Source: an optimization exercise on an open RTL-to-GDS flow (aim: small area). Production flows keep margins and buffers that such runs may drop. The RTL was checked by simulation tests, not by an equivalence proof against the original design. No activity file was given, so power comes from the tool's default toggle rates.

<file path="flow/config.mk">
export PLATFORM = sky130hd
export DESIGN_NAME = regfile_scoreboard
export DESIGN_NICKNAME = regfile_scoreboard
export VERILOG_FILES = /design/flow/design.v
export SDC_FILE = /design/flow/constraint.sdc
export NUM_CORES = 4
export LEC_CHECK = 0
export CAP_MARGIN = 20
export CORE_MARGIN = 2
export CORE_UTILIZATION = 25
export SLEW_MARGIN = 20
export SYNTH_HIERARCHICAL = 1
</file>
<file path="flow/constraint.sdc">
create_clock -name core_clock -period 8.0 [get_ports {clock}]
set_input_delay 1.6000 -clock core_clock [delete_from_list [all_inputs] [get_ports {clock}]]
set_output_delay 1.6000 -clock core_clock [all_outputs]
set_load 0.01 [all_outputs]
</file>
<file path="flow/design.v">
module regfile_pending #(
    parameter int ADDR_W   = 5,
    parameter int ZERO_REG = 1
) (
    input  logic                   clock,
    input  logic                   reset_n,
    input  logic [31:1]            dec_s1,      
    input  logic [31:1]            dec_s2,      
    input  logic [31:1]            wr_dec,      
    input  logic [3:0]             iss_lo_n,    
    input  logic [7:0]             iss_hi_n,    
    input  logic                   wb_hit_s1,   
    input  logic                   wb_hit_s2,   
    output logic                   stall,
    output logic [31:0]            pending
);
    logic [31:1] pending_q;
    logic [31:1] pending_d;
    logic        pend_s1, pend_s2;
    for (genvar i = 1; i < 32; i++) begin : g_row
        regfile_pendrow u_row (
            .iss_lo_n (iss_lo_n[i % 4]),
            .iss_hi_n (iss_hi_n[i / 4]),
            .we       (wr_dec[i]),
            .q        (pending_q[i]),
            .d        (pending_d[i])
        );
    end
    always_ff @(posedge clock or negedge reset_n) begin
        if (!reset_n) begin
            pending_q <= '0;
        end else begin
            pending_q <= pending_d;
        end
    end
    regfile_aor31 u_pend_s1 (.sel (dec_s1), .data (pending_q), .q (pend_s1));
    regfile_aor31 u_pend_s2 (.sel (dec_s2), .data (pending_q), .q (pend_s2));
    assign stall   = (pend_s1 && !wb_hit_s1) || (pend_s2 && !wb_hit_s2);
    assign pending = {pending_q, 1'b0};
endmodule
module regfile_pendrow (
    input  logic iss_lo_n,
    input  logic iss_hi_n,
    input  logic we,
    input  logic q,
    output logic d
);
    assign d = !(iss_lo_n || iss_hi_n) || (q && !we);
endmodule
module regfile_aor31 (
    input  logic [31:1] sel,
    input  logic [31:1] data,
    output logic        q
);
    logic [10:0] grp_n;
    logic [2:0]  part;
    for (genvar g = 0; g < 10; g++) begin : g_grp
        regfile_aoi3 u_aoi (
            .s  (sel[3*g+1 +: 3]),
            .d  (data[3*g+1 +: 3]),
            .qn (grp_n[g])
        );
    end
    regfile_nand2 u_last (.a ({sel[31], data[31]}), .y (grp_n[10]));
    regfile_nand4 u_nand_0 (.a (grp_n[3:0]),  .y (part[0]));
    regfile_nand4 u_nand_1 (.a (grp_n[7:4]),  .y (part[1]));
    regfile_nand3 u_nand_2 (.a (grp_n[10:8]), .y (part[2]));
    regfile_or3   u_or     (.a (part),        .y (q));
endmodule
module regfile_scoreboard #(
    parameter int DATA_W   = 32,
    parameter int ADDR_W   = 5,
    parameter int ZERO_REG = 1
) (
    input  logic                   clock,
    input  logic                   reset_n,
    input  logic [ADDR_W-1:0]      w_address_s1,
    input  logic [ADDR_W-1:0]      w_address_s2,
    output logic [DATA_W-1:0]      w_data_s1val,
    output logic [DATA_W-1:0]      w_data_s2val,
    input  logic                   w_wr_en,
    input  logic [ADDR_W-1:0]      w_address_d,
    input  logic [DATA_W-1:0]      w_data_dval,
    input  logic                   w_issue_en,
    input  logic [ADDR_W-1:0]      w_issue_addr,
    output logic                   w_stall,
    output logic [(1<<ADDR_W)-1:0] w_pending
);
    logic [31:0] regs_q [1:31];
    logic [31:1] valid_q, valid_d;
    logic [3:0]  lo1_n, lo2_n, lod_n, loi_n;
    logic [7:0]  hi1_n, hi2_n, hid_n, hii_n;
    logic [31:1] dec_s1, dec_s2, wr_dec, sel_s1, sel_s2;
    logic        wb_hit_s1, wb_hit_s2, byp_s1, byp_s2;
    regfile_predec2 u_lo1 (.a (w_address_s1[1:0]), .y_n (lo1_n));
    regfile_predec2 u_lo2 (.a (w_address_s2[1:0]), .y_n (lo2_n));
    regfile_predec2 u_lod (.a (w_address_d[1:0]),  .y_n (lod_n));
    regfile_predec2 u_loi (.a (w_issue_addr[1:0]), .y_n (loi_n));
    regfile_predec3 u_hi1 (.a (w_address_s1[4:2]), .y_n (hi1_n));
    regfile_predec3 u_hi2 (.a (w_address_s2[4:2]), .y_n (hi2_n));
    regfile_predec3e u_hid (.a (w_address_d[4:2]),  .en (w_wr_en),    .y_n (hid_n));
    regfile_predec3e u_hii (.a (w_issue_addr[4:2]), .en (w_issue_en), .y_n (hii_n));
    for (genvar i = 1; i < 32; i++) begin : g_ctl
        regfile_rowctl u_ctl (
            .lo1_n   (lo1_n[i % 4]),
            .hi1_n   (hi1_n[i / 4]),
            .lo2_n   (lo2_n[i % 4]),
            .hi2_n   (hi2_n[i / 4]),
            .lod_n   (lod_n[i % 4]),
            .hid_n   (hid_n[i / 4]),
            .valid_q (valid_q[i]),
            .dec1    (dec_s1[i]),
            .dec2    (dec_s2[i]),
            .we      (wr_dec[i]),
            .sel1    (sel_s1[i]),
            .sel2    (sel_s2[i]),
            .valid_d (valid_d[i])
        );
    end
    assign wb_hit_s1 = w_wr_en && (w_address_d == w_address_s1);
    assign wb_hit_s2 = w_wr_en && (w_address_d == w_address_s2);
    assign byp_s1    = reset_n && wb_hit_s1 && (w_address_s1 != '0);
    assign byp_s2    = reset_n && wb_hit_s2 && (w_address_s2 != '0);
    regfile_pending #(
        .ADDR_W   (ADDR_W),
        .ZERO_REG (ZERO_REG)
    ) u_pending (
        .clock     (clock),
        .reset_n   (reset_n),
        .dec_s1    (dec_s1),
        .dec_s2    (dec_s2),
        .wr_dec    (wr_dec),
        .iss_lo_n  (loi_n),
        .iss_hi_n  (hii_n),
        .wb_hit_s1 (wb_hit_s1),
        .wb_hit_s2 (wb_hit_s2),
        .stall     (w_stall),
        .pending   (w_pending)
    );
    always_ff @(posedge clock or negedge reset_n) begin
        if (!reset_n) begin
            valid_q <= '0;
        end else begin
            valid_q <= valid_d;
        end
    end
    always_ff @(posedge clock) begin
        for (int i = 1; i < 32; i++) begin
            if (wr_dec[i]) begin
                regs_q[i] <= w_data_dval;
            end
        end
    end
    for (genvar b = 0; b < DATA_W; b++) begin : g_rd
        logic [31:1] col;
        for (genvar i = 1; i < 32; i++) begin : g_col
            assign col[i] = regs_q[i][b];
        end
        regfile_rdbit u_rd1 (
            .sel  ({sel_s1, byp_s1}),
            .data ({col, w_data_dval[b]}),
            .q    (w_data_s1val[b])
        );
        regfile_rdbit u_rd2 (
            .sel  ({sel_s2, byp_s2}),
            .data ({col, w_data_dval[b]}),
            .q    (w_data_s2val[b])
        );
    end
endmodule
module regfile_rowctl (
    input  logic lo1_n,
    input  logic hi1_n,
    input  logic lo2_n,
    input  logic hi2_n,
    input  logic lod_n,
    input  logic hid_n,
    input  logic valid_q,
    output logic dec1,
    output logic dec2,
    output logic we,
    output logic sel1,
    output logic sel2,
    output logic valid_d
);
    logic live;
    assign dec1    = !(lo1_n || hi1_n);
    assign dec2    = !(lo2_n || hi2_n);
    assign we      = !(lod_n || hid_n);
    assign live    = valid_q && !we;
    assign sel1    = dec1 && live;
    assign sel2    = dec2 && live;
    assign valid_d = valid_q || we;
endmodule
module regfile_predec2 (
    input  logic [1:0] a,
    output logic [3:0] y_n
);
    for (genvar k = 0; k < 4; k++) begin : g_y
        assign y_n[k] = !(a == 2'(k));
    end
endmodule
module regfile_predec3 (
    input  logic [2:0] a,
    output logic [7:0] y_n
);
    for (genvar k = 0; k < 8; k++) begin : g_y
        assign y_n[k] = !(a == 3'(k));
    end
endmodule
module regfile_predec3e (
    input  logic [2:0] a,
    input  logic       en,
    output logic [7:0] y_n
);
    for (genvar k = 0; k < 8; k++) begin : g_y
        assign y_n[k] = !(en && a == 3'(k));
    end
endmodule
module regfile_rdbit (
    input  logic [31:0] sel,
    input  logic [31:0] data,
    output logic        q
);
    logic [10:0] grp_n;
    logic [2:0]  part;
    for (genvar g = 0; g < 10; g++) begin : g_grp
        regfile_aoi3 u_aoi (
            .s  (sel[3*g +: 3]),
            .d  (data[3*g +: 3]),
            .qn (grp_n[g])
        );
    end
    regfile_aoi2 u_aoi_last (
        .s  (sel[31:30]),
        .d  (data[31:30]),
        .qn (grp_n[10])
    );
    regfile_nand4 u_nand_0 (.a (grp_n[3:0]),  .y (part[0]));
    regfile_nand4 u_nand_1 (.a (grp_n[7:4]),  .y (part[1]));
    regfile_nand3 u_nand_2 (.a (grp_n[10:8]), .y (part[2]));
    regfile_or3   u_or     (.a (part),        .y (q));
endmodule
module regfile_aoi3 (
    input  logic [2:0] s,
    input  logic [2:0] d,
    output logic       qn
);
    assign qn = ~|(s & d);
endmodule
module regfile_aoi2 (
    input  logic [1:0] s,
    input  logic [1:0] d,
    output logic       qn
);
    assign qn = ~|(s & d);
endmodule
module regfile_nand2 (
    input  logic [1:0] a,
    output logic       y
);
    assign y = ~&a;
endmodule
module regfile_nand3 (
    input  logic [2:0] a,
    output logic       y
);
    assign y = ~&a;
endmodule
module regfile_nand4 (
    input  logic [3:0] a,
    output logic       y
);
    assign y = ~&a;
endmodule
module regfile_or3 (
    input  logic [2:0] a,
    output logic       y
);
    assign y = |a;
endmodule
</file>
<file path="flow/flow/run.sh">
#!/bin/bash
# Own flow: the standard ORFS layout (standard.sh, unchanged synthesis)
# with these changes:
#  - port buffers are buf_1 instead of the default delay buffer.
#  - before repair_design, combinational cells are set to the smallest size
#    of their family (flow/downsize.tcl), so repair sizes up only where needed.
#  - CTS uses clkbuf_8 with smaller clusters and no dummy loads.
# Each ORFS step writes its full log under orfs/logs/; standard.sh's own
# output goes to standard.log here.
set -euo pipefail
here=$(pwd)
export BUFFER_PORTS_ARGS="-buffer_cell sky130_fd_sc_hd__buf_1"
export PRE_RESIZE_TCL="$here/flow/downsize.tcl"
export CTS_ARGS="-sink_clustering_enable -repair_clock_nets -dont_use_dummy_load -buf_list sky130_fd_sc_hd__clkbuf_8 -sink_clustering_size 16 -sink_clustering_max_diameter 50"
bash standard.sh > "$here/standard.log" 2>&1
</file>
<file path="flow/flow/downsize.tcl">
# Hooked in before repair_design (PRE_RESIZE_TCL): set every combinational
# cell to the smallest-area cell of its family (same function, e.g.
# a22oi_2 -> a22oi_1). repair_design and repair_timing then size up only
# the cells that slew, capacitance or timing need. Flip-flops, clock cells
# and tap cells are left alone.
set family_min [dict create]
set masters {}
foreach db_lib [[ord::get_db] getLibs] { lappend masters {*}[$db_lib getMasters] }
foreach m $masters {
  set n [$m getName]
  if {![regexp {^(sky130_fd_sc_hd__[a-z0-9]+)_([0-9]+)$} $n -> fam drv]} { continue }
  set lc [get_lib_cells -quiet */$n]
  if {$lc == ""} { continue }
  if {[get_property $lc dont_use]} { continue }
  set a [expr {[$m getWidth] * [$m getHeight]}]
  if {![dict exists $family_min $fam] || $a < [lindex [dict get $family_min $fam] 1]} {
    dict set family_min $fam [list $n $a]
  }
}
set skip {^sky130_fd_sc_hd__(df|edf|sdf|dl|clk|tap|fill|decap|conb|diode|buf_|bufbuf|bufinv|lpflow|probe)}
set n_resized 0
foreach inst [[ord::get_db_block] getInsts] {
  set m [$inst getMaster]
  set n [$m getName]
  if {[regexp $skip $n]} { continue }
  if {![regexp {^(sky130_fd_sc_hd__[a-z0-9]+)_([0-9]+)$} $n -> fam drv]} { continue }
  if {![dict exists $family_min $fam]} { continue }
  set target [lindex [dict get $family_min $fam] 0]
  if {$target ne $n} {
    replace_cell [$inst getName] $target
    incr n_resized
  }
}
puts "downsize.tcl: resized $n_resized instances to the smallest cell of their family"
</file>
<file path="flow/standard.sh">
#!/bin/bash
# synth_recipe.tcl (not shown) runs the flow's synth.tcl, then flattens the netlist and writes it again
# the make line also repeats each setting of config.mk as NAME=value (left out here)
make -C /OpenROAD-flow-scripts/flow DESIGN_CONFIG=/design/flow/config.mk WORK_HOME=/design/flow/orfs CLKGATE_MAP_FILE= SYNTH_SCRIPT=/design/flow/synth_recipe.tcl "${@:-finish}"
</file>
==> results.cfg, run 1 <==
[status]
outcome = timing/DRC/antenna clean

[die]
die_width_um = 416
pin_count = 153
initial_core_util_pct = 25.1
die-height_um = 416
core_area_um2 = 169000
core.rowCount = 151
die_footprint_um2 = 173000

[global_route]
globalRouteOverflowTotal = 0
antenna_found_initial = 26
grt_first_pass_wirelength_um = 229000
global_route.usage.total_pct = 18.3
maximum_number_of_pins_on_one_net_before_global_route_repair = 64
first_global_vias = 30000

[synth]
async_flop_share_pct = 5.88
postSynthNetCount = 2454
yosysSeqAreaShare_pct = 73.9
synth_edf_count = 992
synth_cells = 2398
syn_area_um2 = 42400
ys.warnings.count = 9
synth_seq_cells = 1054
postSynth.topFlopCell = sky130_fd_sc_hd__edfxtp_1
avgSynthCellArea_um2 = 17.7
synth_cell_types = 27

[pwr]
p_leak_nw = 14.2
vdd_ir_drop_max_mv = 0.122
p_comb_share_pct = 8.9
power.share.switching_pct = 24.9
pwr_density_cell_nw_per_um2 = 207
internal_power_mw = 7.39
clockPowerShare_pct = 27.4
switchingPower_mw = 2.45
proportion_of_power_drawn_by_flip_flops_and_latches_pct = 63.7

[route]
detailedRoute.firstIterationViolations = 7917
drc = 0
viasPerCell = 6.29
avgRoutedWirePerCell_um = 33.4
antenna_left = 0
vias = 31500
drt_pass1_iterations = 11
totalWireLength_um = 167000

[final_layout]
fin_nets = 2836
final-seq-area_um2 = 31300
area.growth.synth_to_final_pct = 12.3
num-fill-cells = 16900
finalNonFillerCells = 4998
multi_input_area_um2 = 10400
layout-drive-gt1-share_pct = 8.71
finish.utilization_pct = 28.2

[placement]
gp_congestion = 0.895
dpl.cell_count = 4906
dpl.hpwl_um = 97100
port_buffers = 151

[worst_setup_path]
cp-start-kind = input port
critical_path_required_ns = 6.40
cp.arrival_ns = 5.13
nature_of_the_critical_path_endpoint = primary output
critical_path.cell_chain = buf_1 -> nand2b_1 -> buf_4 -> o21ai_0 -> nor3_1 -> buf_4 -> a222oi_1 -> nand4_1 -> or3_1 -> buf_1
type_of_the_worst_setup_path = in2out
worstPathMaxFanout = 32
timing.critical_path.buf_inv = 4
cpLargestDelayFamily = simple AND/OR/NAND/NOR gates
cpPeakStageDelay_ns = 0.54
cp_slowest_cell = sky130_fd_sc_hd__or3_1

[clock_tree]
clock_insertion_delay_worst_skew_ns = 0.73
clk_transition_reported_paths_ns = 0.08
cts_buffer_depth = 3
cts-resized-gates = 0
cts_tree = done
buffer_type_at_the_clock_tree_root = sky130_fd_sc_hd__clkbuf_8
cts_num_sinks = 1054
htree_num_levels = 3
cts_setup_buffers = 0
cts.hold.buffers_added = 0
number_of_buffers_inserted_during_clock_tree_synthesis = 90

[timing]
setup_violations = 0
worst_slew_margin_rel_pct = 31.7
final_hold_viol_count = 0
slew_viols_final = 0
tightestPinTransition_ns = 1.02
maxClockFrequency_mhz = 149
setup_repair_after_global_routing_missed_its_margin = false
finalCritPeriodShare_pct = 84.1
timing.setup.tns_ns = 0
final_critical_period_ns = 6.73
fin_worst_skew_ns = 0

[worst_hold_path]
worst_hold_path_type = reg2reg

[run]
drv_cap = 0
-- power by group through the flow --
stage	Combinational (mW)	Clock, mW	Sequential, mW
after floorplan	0.372	0	6.37
after global placement	0.899	0	6.39
after global routing	0.901	2.91	6.28
final	0.874	2.70	6.27
after CTS	0.854	2.72	6.27
after detailed placement	0.854	0	6.39
-- cells in the mapped netlist, types with 2 or more instances --
cell	count	area, um^2
sky130_fd_sc_hd__a222oi_1	660	6610
sky130_fd_sc_hd__a22oi_2	64	801
sky130_fd_sc_hd__dfrtp_1	62	1550
sky130_fd_sc_hd__edfxtp_1	992	29800
sky130_fd_sc_hd__inv_1	33	124
sky130_fd_sc_hd__nand2_1	8	30.0
sky130_fd_sc_hd__nand2b_1	8	50.1
sky130_fd_sc_hd__nand3_1	68	340
sky130_fd_sc_hd__nand3b_1	6	45.0
sky130_fd_sc_hd__nand4_1	136	851
sky130_fd_sc_hd__nand4b_1	6	52.6
sky130_fd_sc_hd__nand4bb_1	6	67.6
sky130_fd_sc_hd__nor2_1	96	360
sky130_fd_sc_hd__nor3_1	62	310
sky130_fd_sc_hd__o21ai_0	31	155
sky130_fd_sc_hd__o22ai_2	32	400
sky130_fd_sc_hd__or2_1	35	219
sky130_fd_sc_hd__or3_1	68	425
sky130_fd_sc_hd__or3b_1	6	52.6
sky130_fd_sc_hd__or4_1	2	15.0
sky130_fd_sc_hd__or4b_1	2	20.0
sky130_fd_sc_hd__xnor2_1	10	87.6
-- Yosys stat by module (local to each module, per instance), a selection --
| module | cell area, um^2 | times used | flip-flops and latches | cells |
|---|---|---|---|---|
| regfile_pendrow | 16.3 | 31 | 0 | 2 |
| regfile_scoreboard | 30700 | 1 | 1023 | 1045 |
| regfile_or3 | 6.26 | 66 | 0 | 1 |
| regfile_rowctl | 32.5 | 31 | 0 | 7 |
| regfile_predec2 | 22.5 | 4 | 0 | 4 |
| regfile_predec3 | 60.1 | 2 | 0 | 8 |
| regfile_aoi2 | 12.5 | 64 | 0 | 1 |
-- registers in the layout, summed over array words and instances (netlist names) --
name and count:
regs_q 992, valid_q 31, u_pending.pending_q 31
-- path summary, 6_finish.rpt --
| kind | slack, ns | endpoint | cells past startpoint | from |
|---|---|---|---|---|
| min | 0.48 | valid_q[7]$_DFF_PN0_ | 1 | valid_q[7]$_DFF_PN0_ |
| max | 1.27 | w_data_s2val[17] | 10 | w_address_d[1] |
| min reg2reg | 0.48 | valid_q[7]$_DFF_PN0_ | 1 | valid_q[7]$_DFF_PN0_ |
| min in group asynchronous | 1.09 | valid_q[8]$_DFF_PN0_ | 2 | reset_n |
| max in group asynchronous | 6.32 | valid_q[13]$_DFF_PN0_ | 2 | reset_n |
| max reg2reg | 7.22 | u_pending.pending_q[23]$_DFF_PN0_ | 2 | u_pending.pending_q[23]$_DFF_PN0_ |
-- cells by family (layout without fill, tap and decap cells) --
group / after synthesis / count (layout) / synth area share [%]
AOI/OAI and AO/OA: 789 / 789 / 18.8
xor gates and xnor gates: 10 / 10 / 0.207
buffers and inverters: 34 / 414 / 0.310
DFF: 1054 / 1054 / 73.9
other: 1 / 3 / 0.00885
and+or+nand+nor: 510 / 510 / 6.72
-- cell usage in the layout, fill, tap and decap left out --
master | Yosys | final
sky130_fd_sc_hd__clkbuf_8 | 0 | 90
sky130_fd_sc_hd__nor3_1 | 62 | 62
sky130_fd_sc_hd__or2_1 | 35 | 1
sky130_fd_sc_hd__clkbuf_2 | 0 | 4
sky130_fd_sc_hd__buf_6 | 0 | 2
sky130_fd_sc_hd__or4_1 | 2 | 2
sky130_fd_sc_hd__nand4_1 | 136 | 136
sky130_fd_sc_hd__conb_1 | 1 | 1
sky130_fd_sc_hd__nand2_1 | 8 | 8
sky130_fd_sc_hd__a22oi_1 | 0 | 64
sky130_fd_sc_hd__o211ai_1 | 1 | 1
sky130_fd_sc_hd__or2_0 | 0 | 34
sky130_fd_sc_hd__nand4bb_1 | 6 | 6
sky130_fd_sc_hd__or4b_1 | 2 | 2
sky130_fd_sc_hd__dfrtp_1 | 62 | 62
sky130_fd_sc_hd__nand2b_1 | 8 | 8
sky130_fd_sc_hd__a222oi_1 | 660 | 660
sky130_fd_sc_hd__or3_1 | 68 | 68
sky130_fd_sc_hd__buf_4 | 1 | 135
sky130_fd_sc_hd__nor2_4 | 0 | 5
sky130_fd_sc_hd__buf_1 | 0 | 147
sky130_fd_sc_hd__nor2_2 | 0 | 3
sky130_fd_sc_hd__nand4b_1 | 6 | 6
sky130_fd_sc_hd__buf_12 | 0 | 3
sky130_fd_sc_hd__edfxtp_1 | 992 | 992
sky130_fd_sc_hd__nand3b_1 | 6 | 6
sky130_fd_sc_hd__nor3b_1 | 1 | 1
sky130_fd_sc_hd__diode_2 | 0 | 2
sky130_fd_sc_hd__inv_1 | 33 | 33
sky130_fd_sc_hd__xnor2_1 | 10 | 10
sky130_fd_sc_hd__nand3_1 | 68 | 68
sky130_fd_sc_hd__o22ai_1 | 0 | 32
sky130_fd_sc_hd__or3b_1 | 6 | 6
sky130_fd_sc_hd__o21ai_0 | 31 | 31
sky130_fd_sc_hd__nor2_1 | 96 | 88
sky130_fd_sc_hd__o2111ai_1 | 1 | 1
-- per-layer routing --
| layer | vias up | GRT usage, % | routed length [um] |
|---|---|---|---|
| met5 | - | 0.111 | 90 |
| met4 | 16 | 11.2 | 11100 |
| met3 | 542 | 4.03 | 21200 |
| met2 | 2687 | 30.5 | 79300 |
| met1 | 15900 | 21.6 | 55200 |
| li1 | 12300 | - | - |
-- cell type report --
class,count,area share (%)
Antenna cell,2,0.0105
Clock buffer,90,2.60
Inverter,33,0.260
Multi-Input combinational cell,1310,21.9
Sequential cell,1054,65.9
Tap cell,2218,5.83
Timing Repair Buffer,291,3.50
-- per-stage QoR --
step | setup slack (ns) | total power, mW | hold WS [ns] | area [um^2]
after detailed placement | 1.43 | 7.24 | 0.458 | 46300
after global placement | 1.04 | 7.29 | 0.443 | 47300
after global routing | 1.26 | 10.1 | 0.487 | 47600
after floorplan | 0.763 | 6.74 | 0.426 | 42400
final | 1.27 | 9.84 | 0.481 | 47600
after CTS | 1.41 | 9.85 | 0.479 | 47600
==> run 2: changes to the inputs <==
--- a/flow/config.mk
+++ b/flow/config.mk
@@ -10,2 +10,3 @@
 export CORE_UTILIZATION = 25
+export PLACE_DENSITY = 0.9
 export SLEW_MARGIN = 20
==> results.cfg, run 2 <==
[status]
outcome = timing/DRC/antenna clean

[worst_setup_path]
cpLargestDelayFamily = simple AND/OR/NAND/NOR gates
timing.critical_path.buf_inv = 3
critical_path_required_ns = 6.40
cp.arrival_ns = 5.27
cp-start-kind = input port
type_of_the_worst_setup_path = in2out
nature_of_the_critical_path_endpoint = primary output
critical_path.cell_chain = buf_1 -> nand4bb_1 -> o21ai_0 -> nor3_1 -> buf_4 -> a222oi_1 -> nand4_1 -> or3_1 -> buf_1
worstPathMaxFanout = 32
cp_slowest_cell = sky130_fd_sc_hd__a222oi_1
cpPeakStageDelay_ns = 0.90
worst_path_most_repeated_cell = sky130_fd_sc_hd__buf_1

[clock_tree]
htree_num_levels = 3
clk_transition_reported_paths_ns = 0.06
cts.hold.buffers_added = 0
clock_insertion_delay_worst_skew_ns = 0.72
number_of_buffers_inserted_during_clock_tree_synthesis = 77
cts_tree = done
cts_setup_buffers = 0
cts_num_sinks = 1054
cts-resized-gates = 0
cts_buffer_depth = 3
buffer_type_at_the_clock_tree_root = sky130_fd_sc_hd__clkbuf_8

[final_layout]
layout_commonest_cell = sky130_fd_sc_hd__edfxtp_1
largestRegisters = regs_q x992, u_pending.pending_q x31, valid_q x31
num-fill-cells = 16600
largest_register_ff_count = 992
fin_nets = 2814
area.growth.synth_to_final_pct = 11.5
mostFrequentLayoutCells = 992 x sky130_fd_sc_hd__edfxtp_1, 660 x sky130_fd_sc_hd__a222oi_1, 149 x sky130_fd_sc_hd__buf_1
final-seq-area_um2 = 31300
layout-drive-gt1-share_pct = 7.62
multi_input_area_um2 = 10400
registers.top_by_ff_count = regs_q
finalInstanceArea_um2 = 47300

[die]
die-height_um = 416
initial_core_util_pct = 25.1
pin_count = 153
die_width_um = 416
core_area_um2 = 169000
die_footprint_um2 = 173000
core.rowCount = 151

[route]
totalWireLength_um = 149000
detailedRoute.firstIterationViolations = 10700
avgRoutedWirePerCell_um = 29.8
vias = 32400
antenna_left = 0
drc = 0
drt_pass1_iterations = 17
viasPerCell = 6.51

[global_route]
antenna_found_initial = 24
maximum_number_of_pins_on_one_net_before_global_route_repair = 55
first_global_vias = 31500
globalRouteOverflowTotal = 0
grt_first_pass_wirelength_um = 212000
global_route.usage.total_pct = 16.2

[synth]
async_flop_share_pct = 5.88
synth.area.top_cells = sky130_fd_sc_hd__edfxtp_1 70%, sky130_fd_sc_hd__a222oi_1 16%, sky130_fd_sc_hd__dfrtp_1 3.7%
postSynthNetCount = 2454
postSynth.topFlopCell = sky130_fd_sc_hd__edfxtp_1
yosysSeqAreaShare_pct = 73.9
yosysMostFrequentCell = sky130_fd_sc_hd__edfxtp_1
synth.largest_area_cell = sky130_fd_sc_hd__edfxtp_1
syn_area_um2 = 42400
ys.warnings.count = 9
synth_cells = 2398
synth_cell_types = 27
synth_top_area_share_pct = 70.3
synth_edf_count = 992
synth_seq_cells = 1054
avgSynthCellArea_um2 = 17.7
synth.top_cells.by_count = 992 x sky130_fd_sc_hd__edfxtp_1, 660 x sky130_fd_sc_hd__a222oi_1, 136 x sky130_fd_sc_hd__nand4_1, 96 x sky130_fd_sc_hd__nor2_1

[worst_hold_path]
worst_hold_path_type = reg2reg

[placement]
port_buffers = 151
dp_area_um2 = 46200
gp_congestion = 0.940
dpl.hpwl_um = 89300

[timing]
final_hold_viol_count = 0
maxClockFrequency_mhz = 145
tightestPinTransition_ns = 1.13
fin_worst_skew_ns = 0
setup_repair_after_global_routing_missed_its_margin = false
worst_slew_margin_rel_pct = 24.8
final_critical_period_ns = 6.87
timing.setup.tns_ns = 0
finalCritPeriodShare_pct = 85.9
setup_violations = 0
whs_ns = 0.478
slew_viols_final = 0

[pwr]
pwr_density_cell_nw_per_um2 = 204
p_leak_nw = 14.0
vdd_ir_drop_max_mv = 0.105
fin_total_pwr_mw = 9.63

[run]
drv_cap = 0
[run 2: cell counts after synthesis]
No cell type changed its count.
[run 2: layout make-up]
type / instances / share of cell area [%]
Sequential cell: 1054 / 66.3
Multi-Input combinational cell: 1310 / 22.0
Tap cell: 2218 / 5.87
Timing Repair Buffer: 282 / 3.28
Clock buffer: 77 / 2.24
Inverter: 33 / 0.262
Antenna cell: 8 / 0.0424
[run 2: stage by stage]
step | cells | utilization (%) | setup slack (ns)
3_3_place_gp | 4897 | 28.0 | 1.37
5_1_grt | 4975 | 28.0 | 1.03
4_1_cts | 4974 | 28.0 | 1.55
2_1_floorplan | 2398 | - | 0.763
3_5_place_dp | 4897 | 27.3 | 1.56
6_report | 4982 | 28.0 | 1.13
[run 2: worst paths after layout]
| check | slack (ns) | cells after the start | startpoint | end |
|---|---|---|---|---|
| max in group asynchronous | 6.23 | 2 | reset_n | valid_q[9]$_DFF_PN0_ |
| min reg2reg | 0.48 | 1 | valid_q[11]$_DFF_PN0_ | valid_q[11]$_DFF_PN0_ |
| max reg2reg | 7.19 | 2 | u_pending.pending_q[12]$_DFF_PN0_ | u_pending.pending_q[12]$_DFF_PN0_ |
| max | 1.13 | 9 | w_wr_en | w_data_s1val[1] |
| min in group asynchronous | 0.69 | 1 | reset_n | u_pending.pending_q[18]$_DFF_PN0_ |
| min | 0.48 | 1 | valid_q[11]$_DFF_PN0_ | valid_q[11]$_DFF_PN0_ |
[run 2: worst register-to-register path, stage by stage (launching register included)]
cell and delay, ns:
sky130_fd_sc_hd__dfrtp_1 0.52, sky130_fd_sc_hd__inv_1 0.08, sky130_fd_sc_hd__o22ai_1 0.14
[run 2: metal layers]
| metal | track usage (%) | wire (um) | vias to the layer above |
|---|---|---|---|
| met3 | 4.83 | 25700 | 1085 |
| li1 | - | - | 12300 |
| met4 | 12.4 | 15200 | 28 |
| met2 | 26.1 | 65700 | 4049 |
| met5 | 0 | 168 | - |
| met1 | 18.1 | 41800 | 15000 |
[run 2: modules after synthesis, one instance, submodules excluded, a selection]
module              copies in the design  cells  area (um^2)
regfile_or3                           66      1         6.26
regfile_aoi2                          64      1         12.5
regfile_predec2                        4      4         22.5
regfile_nand2                          2      1         3.75
regfile_rowctl                        31      7         32.5
regfile_predec3e                       2      8         76.3
regfile_scoreboard                     1   1045        30700
regfile_pendrow                       31      2         16.3
regfile_nand4                        132      1         6.26
[run 2: cell families after synthesis]
logic type	after synthesis	share of synthesized area [%]
simple gates	510	6.72
flops	1054	73.9
xor+xnor	10	0.207
compound gates	789	18.8
other cells	1	0.00885
buf+inv	34	0.310
[run 2: power breakdown]
group / switching (mW) / leakage (nW) / total [mW] / internal [mW]
Clock: 1.62 / 0.554 / 2.48 / 0.865
Combinational: 0.647 / 3.83 / 0.878 / 0.230
Sequential: 0.109 / 9.63 / 6.27 / 6.16

==> afterwards: timing with drivers on the ports <==
How much do the figures lean on ideal ports? The routed layouts below were timed once more, with nothing changed but the port constraints. Step 1, drivers: a clkbuf_16 drives clock and a buf_2 each remaining input, both assumed. Step 2 times the ports against the registers' clock, not the clock port: input delays grow and output delays shrink by t, the midpoint of the rising clock arrivals with the driver on. Slacks: no drivers / after step 1 / after step 2; pairs: no drivers / after step 1.
run	shift t [ns]	slack for setup (ns)	worst hold slack (ns)
run 1	0.813	1.272 / 1.238 / 1.238	0.481 / 0.481 / 0.481
run 2	0.798	1.125 / 1.097 / 1.097	0.478 / 0.478 / 0.478
After both steps setup and hold are still met in every run listed. The setup slack of run 1, which loses most, moves by -0.034 ns with the drivers and by -0.034 ns with both steps.
